This is an optimization exercise on Yosys and OpenROAD, whose aim is small area, a short achievable clock period and few clock cycles per item, not a production implementation.
In this exercise RTL edits were held to simulation tests only and were not proved equivalent to the original.

==> v10: inputs <==
// arima_serial_core
module arima_serial_core
#(
    parameter int N     = 32,
    parameter int Q     = 15,
    parameter int P_MAX = 8,
    parameter int Q_MAX = 8,
    parameter int D_MAX = 2
) (
    input  logic                         clk,
    input  logic                         rst_n,
    input  logic                         clr,
    input  logic [$clog2(P_MAX+1)-1:0]   cfg_p,
    input  logic [$clog2(Q_MAX+1)-1:0]   cfg_q,
    input  logic [$clog2(D_MAX+1)-1:0]   cfg_d,
    input  logic [P_MAX*N-1:0]           ar_coef,
    input  logic [Q_MAX*N-1:0]           ma_coef,
    input  logic signed [N-1:0]          cont,
    input  logic signed [N-1:0]          kalman_beta,
    output logic                         overflow,
    output logic                         busy,
    input  logic                         in_valid,
    output logic                         in_ready,
    input  logic signed [N-1:0]          in_data,
    output logic                         out_valid,
    input  logic                         out_ready,
    output logic signed [N-1:0]          out_data
);
    logic [3:0]  nar_r, nold_r;
    logic [4:0]  psum_r;
    logic        dge1, dge2;
    logic        zero_r, har0_r, hma0_r;
    always_ff @(posedge clk) begin
        logic [3:0] pc, qc, na, nm;
        pc = cfg_p[3] ? 4'd8 : cfg_p;
        qc = cfg_q[3] ? 4'd8 : cfg_q;
        na = (pc == 4'd0) ? 4'd0 : pc - 4'd1;
        nm = (qc == 4'd0) ? 4'd0 : qc - 4'd1;
  ...
clock: 14.0 ns
lec_check: 0
cap_margin: 20
core_margin: 2
core_utilization: 40
cts_cluster_diameter: 60
cts_cluster_size: 25
slew_margin: 20
standard.sh (not shown) runs the stock make flow with config.mk's settings and CLKGATE_MAP_FILE= SYNTH_SCRIPT=/design/flow/synth_recipe.tcl, a recipe that flattens the netlist after the stock synthesis.
==> flow/flow/run.sh <==
#!/bin/bash
# Own flow: the standard layout, with two changes to how it is made:
#  - the port buffers are the smallest buffer (sky130_fd_sc_hd__buf_1) instead of
#    buffer_ports' default choice;
#  - timing repair aims for 9.75 ns of setup slack (a 4.25 ns period) (it stops at what it can reach), so it
#    works on the design's slowest paths even though the 14 ns clock is met.
# Synthesis, floorplan, power grid, tap cells, the clock and the SDC are the standard flow's.
set -euo pipefail
export BUFFER_PORTS_ARGS="-buffer_cell sky130_fd_sc_hd__buf_1"
export SETUP_SLACK_MARGIN=9.75
bash standard.sh > standard_flow.log 2>&1
==> v29: changes against v10 <==
--- a/flow/design.v
+++ b/flow/design.v
@@ -1762,10 +1762,11 @@
 );
     logic [3:0]  nar_r, nold_r;
     logic [4:0]  psum_r;
     logic        dge1, dge2;
     logic        zero_r, har0_r, hma0_r;
+    logic [31:0] cont_r;
     always_ff @(posedge clk) begin
         logic [3:0] pc, qc, na, nm;
         pc = cfg_p[3] ? 4'd8 : cfg_p;
         qc = cfg_q[3] ? 4'd8 : cfg_q;
         na = (pc == 4'd0) ? 4'd0 : pc - 4'd1;
@@ -1776,10 +1777,11 @@
         nold_r  <= na + nm;
         psum_r  <= {1'b0, pc} + {1'b0, qc};
         zero_r  <= (pc == 4'd0 && qc == 4'd0);
         har0_r  <= (pc != 4'd0);
         hma0_r  <= (qc != 4'd0);
+        cont_r  <= cont;
     end
     logic [31:0] x_r;                  
     logic        xv;                   
     logic        rdy;                  
     logic        acc_d;                
@@ -1823,11 +1825,11 @@
     logic        v3, povf3;            
     logic        aovf3;
     logic beta_go, term_go, last_go, shift_go, acc_ok, take, m3_go, esh;
     always_comb begin
         beta_go  = bp && !gap && !m3p;
-        term_go  = cur_act && !(acc_d && !cur_sh && dt == T_AR0) && !beta_go && (!ddep || cur_sh) &&
+        term_go  = cur_act && !(acc_d && !cur_sh) && !beta_go && (!ddep || cur_sh) &&
                    (!bp || (gap && !m3p && !ddep));
         last_go  = term_go && dlast;
         shift_go = shift_q;
         acc_ok   = in_valid && rdy && !clr;
         take     = out_v && out_ready && !clr;
@@ -1846,24 +1848,10 @@
         else               sh_n = cur_sh;
         esh_n = sh_n && !shift_go;
         arc_n = (shift_go && ar_cnt != 4'd8) ? ar_cnt + 4'd1 : ar_cnt;
         mac_n = (e_pend && ma_cnt != 4'd8) ? ma_cnt + 4'd1 : ma_cnt;
     end
-    logic [2:0] nt0;
-    logic       ndep0, nlast0;
-    logic [3:0] pc0, qc0;
-    always_comb begin
-        pc0 = cfg_p[3] ? 4'd8 : cfg_p;
-        qc0 = cfg_q[3] ? 4'd8 : cfg_q;
-        if (pc0 >= 4'd2)                      nt0 = T_OAR;
-        else if (qc0 >= 4'd2)                 nt0 = T_OMA;
-        else if (pc0 == 4'd0 && qc0 == 4'd0)  nt0 = T_ZERO;
-        else if (pc0 == 4'd1)                 nt0 = T_AR0;
-        else                                  nt0 = T_MA0;
-        ndep0  = (nt0 == T_AR0 && qc0 == 4'd0) || (nt0 == T_MA0) || (nt0 == T_ZERO);
-        nlast0 = ({1'b0, pc0} + {1'b0, qc0} <= 5'd1);
-    end
     logic [2:0] nt;
     logic [3:0] n_mo, n_ahi, n_mhi;
     always_comb begin
         n_mo = k_n - nar_r;
         if (k_n < nar_r)                      nt = T_OAR;
@@ -1952,11 +1940,11 @@
         if (e_pend) begin
             ma_h[0] <= e_c;
             for (int j = 1; j < 8; j++) ma_h[j] <= ma_h[j-1];
         end
         if (acc_init) begin
-            acc  <= {{5{cont[31]}}, cont};
+            acc  <= {{5{cont_r[31]}}, cont_r};
             corr <= 5'd0;
         end else if (v2 && !b2) begin
             acc  <= acc_n;
             corr <= corr + {3'd0, kx2};
         end
@@ -1964,31 +1952,19 @@
             fin_hi   <= (v2 && !b2) ? acc_n[36:31] : acc[36:31];
             fin_corr <= (v2 && !b2) ? corr + {3'd0, kx2} : corr;
         end
         if (v2 && b2) lsum <= {l0m[31], l0m} + {l1m[31], l1m};
         if (m3_go) out_r <= of3[31:0];
-        if (cur_act) begin
-            dt     <= nt;
-            ddep   <= (nt == T_AR0 && !hma0_r) || (nt == T_MA0) || (nt == T_ZERO);
-            dlast  <= zero_r ? (k_n == 4'd0) : ({1'b0, k_n} + 5'd1 == psum_r);
-            dar_hi <= n_ahi[2:0];
-            dma_hi <= n_mhi[2:0];
-            dar_ok <= n_ahi < arc_n;
-            dma_ok <= n_mhi < mac_n;
-            dca    <= (nt == T_OAR) ? 3'(k_n + 4'd1) : 3'd0;
-            dcm    <= (nt == T_OMA) ? 3'(n_mo + 4'd1) : 3'd0;
-        end else begin
-            dt     <= nt0;
-            ddep   <= ndep0;
-            dlast  <= nlast0;
-            dar_hi <= 3'd0;
-            dma_hi <= 3'd0;
-            dar_ok <= arc_n != 4'd0;
-            dma_ok <= mac_n != 4'd0;
-            dca    <= (nt0 == T_OAR) ? 3'd1 : 3'd0;
-            dcm    <= (nt0 == T_OMA) ? 3'd1 : 3'd0;
-        end
+        dt     <= nt;
+        ddep   <= (nt == T_AR0 && !hma0_r) || (nt == T_MA0) || (nt == T_ZERO);
+        dlast  <= zero_r ? (k_n == 4'd0) : ({1'b0, k_n} + 5'd1 == psum_r);
+        dar_hi <= n_ahi[2:0];
+        dma_hi <= n_mhi[2:0];
+        dar_ok <= n_ahi < arc_n;
+        dma_ok <= n_mhi < mac_n;
+        dca    <= (nt == T_OAR) ? 3'(k_n + 4'd1) : 3'd0;
+        dcm    <= (nt == T_OMA) ? 3'(n_mo + 4'd1) : 3'd0;
     end
     always_ff @(posedge clk or negedge rst_n) begin
         if (!rst_n) begin
             xv      <= 1'b0;
             rdy     <= 1'b0;
==> flow/flow/run.sh (replaced) <==
#!/bin/bash
# Own flow: the standard layout, with two changes to how it is made:
#  - the port buffers are the smallest buffer (sky130_fd_sc_hd__buf_1) instead of
#    buffer_ports' default choice;
#  - timing repair aims for 9.9 ns of setup slack (a 4.1 ns period) (it stops at what it can reach), so it
#    works on the design's slowest paths even though the 14 ns clock is met.
# Synthesis, floorplan, power grid, tap cells, the clock and the SDC are the standard flow's.
set -euo pipefail
export BUFFER_PORTS_ARGS="-buffer_cell sky130_fd_sc_hd__buf_1"
export SETUP_SLACK_MARGIN=9.9
bash standard.sh > standard_flow.log 2>&1
ABC_AREA = 1   (was not set)
CTS_CLUSTER_DIAMETER = 80   (was 60)
CTS_CLUSTER_SIZE = 30   (was 25)
==> v31: changes against v10 <==
--- a/flow/design.v
+++ b/flow/design.v
@@ -1761,11 +1761,12 @@
     output logic signed [N-1:0]          out_data
 );
     logic [3:0]  nar_r, nold_r;
     logic [4:0]  psum_r;
     logic        dge1, dge2;
-    logic        zero_r, har0_r, hma0_r;
+    logic        zero_r, har0_r;
+    logic [31:0] cont_r;
     always_ff @(posedge clk) begin
         logic [3:0] pc, qc, na, nm;
         pc = cfg_p[3] ? 4'd8 : cfg_p;
         qc = cfg_q[3] ? 4'd8 : cfg_q;
         na = (pc == 4'd0) ? 4'd0 : pc - 4'd1;
@@ -1775,11 +1776,11 @@
         nar_r   <= na;
         nold_r  <= na + nm;
         psum_r  <= {1'b0, pc} + {1'b0, qc};
         zero_r  <= (pc == 4'd0 && qc == 4'd0);
         har0_r  <= (pc != 4'd0);
-        hma0_r  <= (qc != 4'd0);
+        cont_r  <= cont;
     end
     logic [31:0] x_r;                  
     logic        xv;                   
     logic        rdy;                  
     logic        acc_d;                
@@ -1823,11 +1824,11 @@
     logic        v3, povf3;            
     logic        aovf3;
     logic beta_go, term_go, last_go, shift_go, acc_ok, take, m3_go, esh;
     always_comb begin
         beta_go  = bp && !gap && !m3p;
-        term_go  = cur_act && !(acc_d && !cur_sh && dt == T_AR0) && !beta_go && (!ddep || cur_sh) &&
+        term_go  = cur_act && !(acc_d && !cur_sh) && !beta_go && (!ddep || cur_sh) &&
                    (!bp || (gap && !m3p && !ddep));
         last_go  = term_go && dlast;
         shift_go = shift_q;
         acc_ok   = in_valid && rdy && !clr;
         take     = out_v && out_ready && !clr;
@@ -1846,24 +1847,10 @@
         else               sh_n = cur_sh;
         esh_n = sh_n && !shift_go;
         arc_n = (shift_go && ar_cnt != 4'd8) ? ar_cnt + 4'd1 : ar_cnt;
         mac_n = (e_pend && ma_cnt != 4'd8) ? ma_cnt + 4'd1 : ma_cnt;
     end
-    logic [2:0] nt0;
-    logic       ndep0, nlast0;
-    logic [3:0] pc0, qc0;
-    always_comb begin
-        pc0 = cfg_p[3] ? 4'd8 : cfg_p;
-        qc0 = cfg_q[3] ? 4'd8 : cfg_q;
-        if (pc0 >= 4'd2)                      nt0 = T_OAR;
-        else if (qc0 >= 4'd2)                 nt0 = T_OMA;
-        else if (pc0 == 4'd0 && qc0 == 4'd0)  nt0 = T_ZERO;
-        else if (pc0 == 4'd1)                 nt0 = T_AR0;
-        else                                  nt0 = T_MA0;
-        ndep0  = (nt0 == T_AR0 && qc0 == 4'd0) || (nt0 == T_MA0) || (nt0 == T_ZERO);
-        nlast0 = ({1'b0, pc0} + {1'b0, qc0} <= 5'd1);
-    end
     logic [2:0] nt;
     logic [3:0] n_mo, n_ahi, n_mhi;
     always_comb begin
         n_mo = k_n - nar_r;
         if (k_n < nar_r)                      nt = T_OAR;
@@ -1897,11 +1884,11 @@
         else                            opa_n = ar_coef[dca*32 +: 32];
         if (beta_go)                 opb_n = kalman_beta;
         else case (dt)
             T_OAR:   opb_n = dar_ok ? ar_h[dar_hi] : 32'd0;
             T_OMA:   opb_n = dma_ok ? ma_h[dma_hi] : 32'd0;
-            T_AR0:   opb_n = cur_sh ? ar_h[0] : w_r;
+            T_AR0:   opb_n = ar_h[0];
             T_MA0:   opb_n = e_c;
             default: opb_n = 32'd0;
         endcase
     end
     booth_enc u_enc (.b(opb_n), .neg(neg_n), .one(one_n), .two(two_n));
@@ -1952,11 +1939,11 @@
         if (e_pend) begin
             ma_h[0] <= e_c;
             for (int j = 1; j < 8; j++) ma_h[j] <= ma_h[j-1];
         end
         if (acc_init) begin
-            acc  <= {{5{cont[31]}}, cont};
+            acc  <= {{5{cont_r[31]}}, cont_r};
             corr <= 5'd0;
         end else if (v2 && !b2) begin
             acc  <= acc_n;
             corr <= corr + {3'd0, kx2};
         end
@@ -1964,31 +1951,19 @@
             fin_hi   <= (v2 && !b2) ? acc_n[36:31] : acc[36:31];
             fin_corr <= (v2 && !b2) ? corr + {3'd0, kx2} : corr;
         end
         if (v2 && b2) lsum <= {l0m[31], l0m} + {l1m[31], l1m};
         if (m3_go) out_r <= of3[31:0];
-        if (cur_act) begin
-            dt     <= nt;
-            ddep   <= (nt == T_AR0 && !hma0_r) || (nt == T_MA0) || (nt == T_ZERO);
-            dlast  <= zero_r ? (k_n == 4'd0) : ({1'b0, k_n} + 5'd1 == psum_r);
-            dar_hi <= n_ahi[2:0];
-            dma_hi <= n_mhi[2:0];
-            dar_ok <= n_ahi < arc_n;
-            dma_ok <= n_mhi < mac_n;
-            dca    <= (nt == T_OAR) ? 3'(k_n + 4'd1) : 3'd0;
-            dcm    <= (nt == T_OMA) ? 3'(n_mo + 4'd1) : 3'd0;
-        end else begin
-            dt     <= nt0;
-            ddep   <= ndep0;
-            dlast  <= nlast0;
-            dar_hi <= 3'd0;
-            dma_hi <= 3'd0;
-            dar_ok <= arc_n != 4'd0;
-            dma_ok <= mac_n != 4'd0;
-            dca    <= (nt0 == T_OAR) ? 3'd1 : 3'd0;
-            dcm    <= (nt0 == T_OMA) ? 3'd1 : 3'd0;
-        end
+        dt     <= nt;
+        ddep   <= (nt == T_AR0) || (nt == T_MA0) || (nt == T_ZERO);
+        dlast  <= zero_r ? (k_n == 4'd0) : ({1'b0, k_n} + 5'd1 == psum_r);
+        dar_hi <= n_ahi[2:0];
+        dma_hi <= n_mhi[2:0];
+        dar_ok <= n_ahi < arc_n;
+        dma_ok <= n_mhi < mac_n;
+        dca    <= (nt == T_OAR) ? 3'(k_n + 4'd1) : 3'd0;
+        dcm    <= (nt == T_OMA) ? 3'(n_mo + 4'd1) : 3'd0;
     end
     always_ff @(posedge clk or negedge rst_n) begin
         if (!rst_n) begin
             xv      <= 1'b0;
             rdy     <= 1'b0;
==> flow/flow/run.sh (replaced) <==
#!/bin/bash
# Own flow: the standard layout, with two changes to how it is made:
#  - the port buffers are the smallest buffer (sky130_fd_sc_hd__buf_1) instead of
#    buffer_ports' default choice;
#  - timing repair aims for 9.9 ns of setup slack (a 4.1 ns period) (it stops at what it can reach), so it
#    works on the design's slowest paths even though the 14 ns clock is met.
# Synthesis, floorplan, power grid, tap cells, the clock and the SDC are the standard flow's.
set -euo pipefail
export BUFFER_PORTS_ARGS="-buffer_cell sky130_fd_sc_hd__buf_1"
export SETUP_SLACK_MARGIN=9.9
bash standard.sh > standard_flow.log 2>&1
CORE_UTILIZATION = 55   (was 40)
CTS_CLUSTER_DIAMETER = 80   (was 60)
CTS_CLUSTER_SIZE = 30   (was 25)
PLACE_DENSITY = 0.7   (was not set)
==> v39: changes against v10 <==
--- a/flow/design.v
+++ b/flow/design.v
@@ -1761,11 +1761,12 @@
     output logic signed [N-1:0]          out_data
 );
     logic [3:0]  nar_r, nold_r;
     logic [4:0]  psum_r;
     logic        dge1, dge2;
-    logic        zero_r, har0_r, hma0_r;
+    logic        zero_r, har0_r;
+    logic [31:0] cont_r;
     always_ff @(posedge clk) begin
         logic [3:0] pc, qc, na, nm;
         pc = cfg_p[3] ? 4'd8 : cfg_p;
         qc = cfg_q[3] ? 4'd8 : cfg_q;
         na = (pc == 4'd0) ? 4'd0 : pc - 4'd1;
@@ -1775,11 +1776,11 @@
         nar_r   <= na;
         nold_r  <= na + nm;
         psum_r  <= {1'b0, pc} + {1'b0, qc};
         zero_r  <= (pc == 4'd0 && qc == 4'd0);
         har0_r  <= (pc != 4'd0);
-        hma0_r  <= (qc != 4'd0);
+        cont_r  <= cont;
     end
     logic [31:0] x_r;                  
     logic        xv;                   
     logic        rdy;                  
     logic        acc_d;                
@@ -1823,11 +1824,11 @@
     logic        v3, povf3;            
     logic        aovf3;
     logic beta_go, term_go, last_go, shift_go, acc_ok, take, m3_go, esh;
     always_comb begin
         beta_go  = bp && !gap && !m3p;
-        term_go  = cur_act && !(acc_d && !cur_sh && dt == T_AR0) && !beta_go && (!ddep || cur_sh) &&
+        term_go  = cur_act && !(acc_d && !cur_sh) && !beta_go && (!ddep || cur_sh) &&
                    (!bp || (gap && !m3p && !ddep));
         last_go  = term_go && dlast;
         shift_go = shift_q;
         acc_ok   = in_valid && rdy && !clr;
         take     = out_v && out_ready && !clr;
@@ -1846,24 +1847,10 @@
         else               sh_n = cur_sh;
         esh_n = sh_n && !shift_go;
         arc_n = (shift_go && ar_cnt != 4'd8) ? ar_cnt + 4'd1 : ar_cnt;
         mac_n = (e_pend && ma_cnt != 4'd8) ? ma_cnt + 4'd1 : ma_cnt;
     end
-    logic [2:0] nt0;
-    logic       ndep0, nlast0;
-    logic [3:0] pc0, qc0;
-    always_comb begin
-        pc0 = cfg_p[3] ? 4'd8 : cfg_p;
-        qc0 = cfg_q[3] ? 4'd8 : cfg_q;
-        if (pc0 >= 4'd2)                      nt0 = T_OAR;
-        else if (qc0 >= 4'd2)                 nt0 = T_OMA;
-        else if (pc0 == 4'd0 && qc0 == 4'd0)  nt0 = T_ZERO;
-        else if (pc0 == 4'd1)                 nt0 = T_AR0;
-        else                                  nt0 = T_MA0;
-        ndep0  = (nt0 == T_AR0 && qc0 == 4'd0) || (nt0 == T_MA0) || (nt0 == T_ZERO);
-        nlast0 = ({1'b0, pc0} + {1'b0, qc0} <= 5'd1);
-    end
     logic [2:0] nt;
     logic [3:0] n_mo, n_ahi, n_mhi;
     always_comb begin
         n_mo = k_n - nar_r;
         if (k_n < nar_r)                      nt = T_OAR;
@@ -1897,11 +1884,11 @@
         else                            opa_n = ar_coef[dca*32 +: 32];
         if (beta_go)                 opb_n = kalman_beta;
         else case (dt)
             T_OAR:   opb_n = dar_ok ? ar_h[dar_hi] : 32'd0;
             T_OMA:   opb_n = dma_ok ? ma_h[dma_hi] : 32'd0;
-            T_AR0:   opb_n = cur_sh ? ar_h[0] : w_r;
+            T_AR0:   opb_n = ar_h[0];
             T_MA0:   opb_n = e_c;
             default: opb_n = 32'd0;
         endcase
     end
     booth_enc u_enc (.b(opb_n), .neg(neg_n), .one(one_n), .two(two_n));
@@ -1952,11 +1939,11 @@
         if (e_pend) begin
             ma_h[0] <= e_c;
             for (int j = 1; j < 8; j++) ma_h[j] <= ma_h[j-1];
         end
         if (acc_init) begin
-            acc  <= {{5{cont[31]}}, cont};
+            acc  <= {{5{cont_r[31]}}, cont_r};
             corr <= 5'd0;
         end else if (v2 && !b2) begin
             acc  <= acc_n;
             corr <= corr + {3'd0, kx2};
         end
@@ -1964,31 +1951,19 @@
             fin_hi   <= (v2 && !b2) ? acc_n[36:31] : acc[36:31];
             fin_corr <= (v2 && !b2) ? corr + {3'd0, kx2} : corr;
         end
         if (v2 && b2) lsum <= {l0m[31], l0m} + {l1m[31], l1m};
         if (m3_go) out_r <= of3[31:0];
-        if (cur_act) begin
-            dt     <= nt;
-            ddep   <= (nt == T_AR0 && !hma0_r) || (nt == T_MA0) || (nt == T_ZERO);
-            dlast  <= zero_r ? (k_n == 4'd0) : ({1'b0, k_n} + 5'd1 == psum_r);
-            dar_hi <= n_ahi[2:0];
-            dma_hi <= n_mhi[2:0];
-            dar_ok <= n_ahi < arc_n;
-            dma_ok <= n_mhi < mac_n;
-            dca    <= (nt == T_OAR) ? 3'(k_n + 4'd1) : 3'd0;
-            dcm    <= (nt == T_OMA) ? 3'(n_mo + 4'd1) : 3'd0;
-        end else begin
-            dt     <= nt0;
-            ddep   <= ndep0;
-            dlast  <= nlast0;
-            dar_hi <= 3'd0;
-            dma_hi <= 3'd0;
-            dar_ok <= arc_n != 4'd0;
-            dma_ok <= mac_n != 4'd0;
-            dca    <= (nt0 == T_OAR) ? 3'd1 : 3'd0;
-            dcm    <= (nt0 == T_OMA) ? 3'd1 : 3'd0;
-        end
+        dt     <= nt;
+        ddep   <= (nt == T_AR0) || (nt == T_MA0) || (nt == T_ZERO);
+        dlast  <= zero_r ? (k_n == 4'd0) : ({1'b0, k_n} + 5'd1 == psum_r);
+        dar_hi <= n_ahi[2:0];
+        dma_hi <= n_mhi[2:0];
+        dar_ok <= n_ahi < arc_n;
+        dma_ok <= n_mhi < mac_n;
+        dca    <= (nt == T_OAR) ? 3'(k_n + 4'd1) : 3'd0;
+        dcm    <= (nt == T_OMA) ? 3'(n_mo + 4'd1) : 3'd0;
     end
     always_ff @(posedge clk or negedge rst_n) begin
         if (!rst_n) begin
             xv      <= 1'b0;
             rdy     <= 1'b0;
==> flow/flow/run.sh (replaced) <==
#!/bin/bash
# Own flow: the standard layout, with two changes to how it is made:
#  - the port buffers are the smallest buffer (sky130_fd_sc_hd__buf_1) instead of
#    buffer_ports' default choice;
#  - timing repair aims for 9.9 ns of setup slack (a 4.1 ns period) (it stops at what it can reach), so it
#    works on the design's slowest paths even though the 14 ns clock is met.
# Synthesis, floorplan, power grid, tap cells, the clock and the SDC are the standard flow's.
set -euo pipefail
export BUFFER_PORTS_ARGS="-buffer_cell sky130_fd_sc_hd__buf_1"
export SETUP_SLACK_MARGIN=9.9
bash standard.sh > standard_flow.log 2>&1
CTS_CLUSTER_DIAMETER = not set   (was 60)
CTS_CLUSTER_SIZE = not set   (was 25)
==> qor summary <==
                                                                                               v10                      v31                      v29                      v39
Outcome                                                                    complete, no violations  complete, no violations  complete, no violations  complete, no violations
Number of search-and-repair iterations in the first detailed-routing pass                        6                        7                        9                        9
First-pass GRT wire length                                                                421.3 mm                 414.2 mm                 522.2 mm                 413.9 mm
Clock latency on the worst-skew pair                                                       0.79 ns                  0.74 ns                  0.78 ns                  0.83 ns
Filler Cells Inserted                                                                        17940                    11160                    19490                    17750
Hold Slack                                                                               0.4266 ns                0.4117 ns                0.4189 ns                0.4033 ns
Adder and majority gate portion of the synthesized area                                     19.64%                   19.77%                   18.91%                   19.77%
Layout non-clock buf frac                                                                   5.248%                   7.233%                   6.970%                   6.966%
Avg Synthesized Cell Area                                                              10.61 sq um              10.83 sq um              8.607 sq um              10.83 sq um
Reg clk slew, reported paths                                                               0.09 ns                  0.11 ns                  0.10 ns                  0.06 ns
Num CTS Buffers                                                                                101                       67                       80                      120
Beginning of the critical path                                                           out_r[30]                out_r[10]             ma_coef[138]                out_r[30]
Testbench counts of v10, summed over its fixed seeds: cycles 23,697, items 2,560.
Testbench counts of v29, summed over its fixed seeds: cycles 23,903, items 2,560.
Testbench counts of v31, summed over its fixed seeds: cycles 24,139, items 2,560.
Testbench counts of v39, summed over its fixed seeds: cycles 24,139, items 2,560.

## separate check: timing with driven ports
Ports are ideal in the flow. The routed layouts listed here were re-timed in OpenROAD.
Step 1 (the two cells are an assumption about what drives the block):
set clk [get_ports {clk}]
set_driving_cell -lib_cell sky130_fd_sc_hd__clkbuf_16 $clk
set_driving_cell -lib_cell sky130_fd_sc_hd__buf_2 [delete_from_list [all_inputs] $clk]
Step 2, shift: input delay + t, output delay - t, t = (earliest + latest rising clock arrival at the registers) / 2. This alone moves slack from input paths to output paths.
a / b / c = ideal / step 1 / step 2; a / b = the first two.
run | shift t [ns] | slack for setup (ns) | clock arrival spread, ns | pins driven straight from the clock port
v10 | 0.835 | 9.746 / 9.657 / 9.171 | 0.101 / 0.102 | 1
v29 | 0.851 | 9.599 / 9.659 / 8.812 | 0.060 / 0.060 | 1
v31 | 0.791 | 9.674 / 9.598 / 9.168 | 0.046 / 0.046 | 1
v39 | 0.852 | 9.742 / 9.664 / 9.090 | 0.103 / 0.102 | 1
After both steps every run listed still meets setup and hold. For v29, which loses most, drivers alone change the setup slack by +0.060 ns; drivers and shift together by -0.787 ns.
